From an optimization exercise on the open Yosys and OpenROAD flow, aimed at small area; shortcuts taken in it are not production practice. Only simulation tests tie the RTL to the original design; equivalence was not proved. Power figures rest on the tool's default switching activity, not on a simulated workload.

==> flow/design.v (excerpt) <==
module colorMapperTop (
    input  logic       clk,
    input  logic       arstN,
    input  logic       pixelValid,
    input  colorMapperPkg::coordT      drawX,
    input  colorMapperPkg::coordT      drawY,
    input  colorMapperPkg::coordT      playerX,
    input  colorMapperPkg::coordT      playerY,
    input  logic [3:0] playerInput,
    input  logic       startWildBattle,
    input  logic [2:0] wildIndex,
    output colorMapperPkg::memAddrT    spriteAddr,
    output colorMapperPkg::memAddrT    tileAddr,
    input  colorMapperPkg::rgb12T      spriteData,
    input  colorMapperPkg::rgb12T      tileData,
    output logic       rgbValid,
    output colorMapperPkg::chanT       red,
    output colorMapperPkg::chanT       green,
    output colorMapperPkg::chanT       blue
);
    logic       spriteHit;
    logic       inCircle;
    logic       inFrame;
    logic       litQ, loQ;           
    logic       litM, loM, hitM;     
    logic       validQ, validM;
    spriteAddrGen i_spriteAddrGen (
        .clk(clk), .arstN(arstN),
        .drawX(drawX), .drawY(drawY), .playerX(playerX), .playerY(playerY),
        .playerInput(playerInput), .startWildBattle(startWildBattle),
        .wildIndex(wildIndex), .spriteAddr(spriteAddr), .spriteHit(spriteHit),
        .inCircle(inCircle)
    );
    tileAddrGen i_tileAddrGen (
        .clk(clk), .drawX(drawX), .drawY(drawY), .tileAddr(tileAddr)
    );
    battleBackdrop i_battleBackdrop (
        .drawX(drawX), .drawY(drawY), .inFrame(inFrame)
    );
    always_ff @(posedge clk) begin
        litQ <= startWildBattle & inFrame;
        loQ  <= !startWildBattle | (inFrame & !inCircle);
        litM <= litQ;
        loM  <= loQ;
        hitM <= spriteHit;
    end
  ...
For scale: roughly 780 cells after synthesis, ~52 flip-flops, ~120 I/O pins, ~4900 µm² of cells after synthesis.
make LEC_CHECK=0 ABC_AREA=1 CAP_MARGIN=20 CORE_MARGIN=2 CORE_UTILIZATION=70 SLEW_MARGIN=20 finish   # period 20.0 ns
run.sh (not shown) runs the stock make flow with config.mk's settings and CLKGATE_MAP_FILE= SYNTH_SCRIPT=/design/flow/synth_recipe.tcl, a recipe that flattens the netlist after the stock synthesis.
The baseline never finished: it broke off in 3_3_place_gp, error GPL-0301.
Rerun with:
- CORE_UTILIZATION: 70 -> 50
Result:
- This time the run produced a clean layout
- synthesized area is unchanged
- synthesized cell count is unchanged
Rerun with:
==> flow/flow/run.sh (new file) <==
#!/bin/bash
# Layout flow: the standard synthesis and ORFS layout, with smaller port
# buffers, logic cells sized down to their smallest drive before the placement
# repair, and no dummy clock loads. Each step's output goes to its own log here.
set -euo pipefail
FLOWDIR="$(cd "$(dirname "${BASH_SOURCE[0]}")" && pwd)"
bash standard.sh synth > synth.log 2>&1
export BUFFER_PORTS_ARGS="-buffer_cell sky130_fd_sc_hd__buf_1"
export PRE_RESIZE_TCL="$FLOWDIR/downsize.tcl"
export CTS_ARGS="-sink_clustering_enable -repair_clock_nets -dont_use_dummy_load"
bash standard.sh floorplan > floorplan.log 2>&1
bash standard.sh place > place.log 2>&1
bash standard.sh cts > cts.log 2>&1
bash standard.sh route > route.log 2>&1
bash standard.sh finish > finish.log 2>&1
==> flow/flow/downsize.tcl (new file) <==
# Size every logic cell down to the smallest drive strength of its own
# function; repair_design, which runs next, sizes up whatever then needs it.
set db [ord::get_db]
set block [ord::get_db_block]
set skip {^sky130_fd_sc_hd__(tapvpwrvgnd|fill|decap|conb|df|sdf|edf|dl|clk|lpflow|probe)}
set n 0
foreach inst [$block getInsts] {
  set master [$inst getMaster]
  set name [$master getName]
  if {[regexp $skip $name]} { continue }
  if {![regexp {^(.*)_([0-9]+)$} $name -> base drive]} { continue }
  set best $master
  foreach d {0 1 2} {
    set cand [$db findMaster "${base}_$d"]
    if {$cand ne "NULL" && $cand ne "" && [$cand getWidth] < [$best getWidth]} {
      set best $cand
    }
  }
  if {$best ne $master} {
    replace_cell [$inst getName] [$best getName]
    incr n
  }
}
puts "downsize: resized $n instances"
==> flow/standard.sh (new file) <==
#!/bin/bash
# synth_recipe.tcl (not shown) runs the flow's synth.tcl, then flattens the netlist and writes it again
# the make line also repeats each setting of config.mk as NAME=value (left out here)
make -C /OpenROAD-flow-scripts/flow DESIGN_CONFIG=/design/flow/config.mk WORK_HOME=/design/flow/orfs CLKGATE_MAP_FILE= SYNTH_SCRIPT=/design/flow/synth_recipe.tcl "${@:-finish}"
removed: flow/run.sh
=>
- global-route usage went down by 1.9 points
- final area went down by 13%
- clock power went down by 16%
- via count went down by 1.4%
- combinational power went down by 11%
- synthesized cell count is unchanged

static timing again, ports no longer ideal:
No port has a modelled driver above. Below, the same layouts with a new extraction and two added sets of constraints. Step 1 assumes that a clkbuf_16 drives the clock port and a buf_2 every other input. Step 2, shift: input delay + t, output delay - t, t = (earliest + latest rising clock arrival at the registers) / 2. This alone moves slack from input paths to output paths. Slacks: no drivers / after step 1 / after step 2; pairs: no drivers / after step 1.
| run | shift t [ns] | setup WS [ns] | worst hold slack (ns) | latest minus earliest clock arrival (ns) | worst data-port slew with drivers (ns) |
|---|---|---|---|---|---|
| the second run | 0.351 | 10.959 / 10.969 / 10.619 | 0.326 / 0.326 / 0.326 | 0.015 / 0.015 | 0.05 |
| the third run | 0.337 | 10.935 / 10.949 / 10.612 | 0.311 / 0.311 / 0.311 | 0.020 / 0.019 | 0.05 |
After both steps setup and hold are still met in every run listed. For the second run, which loses most, drivers alone change the setup slack by +0.010 ns; drivers and shift together by -0.340 ns.
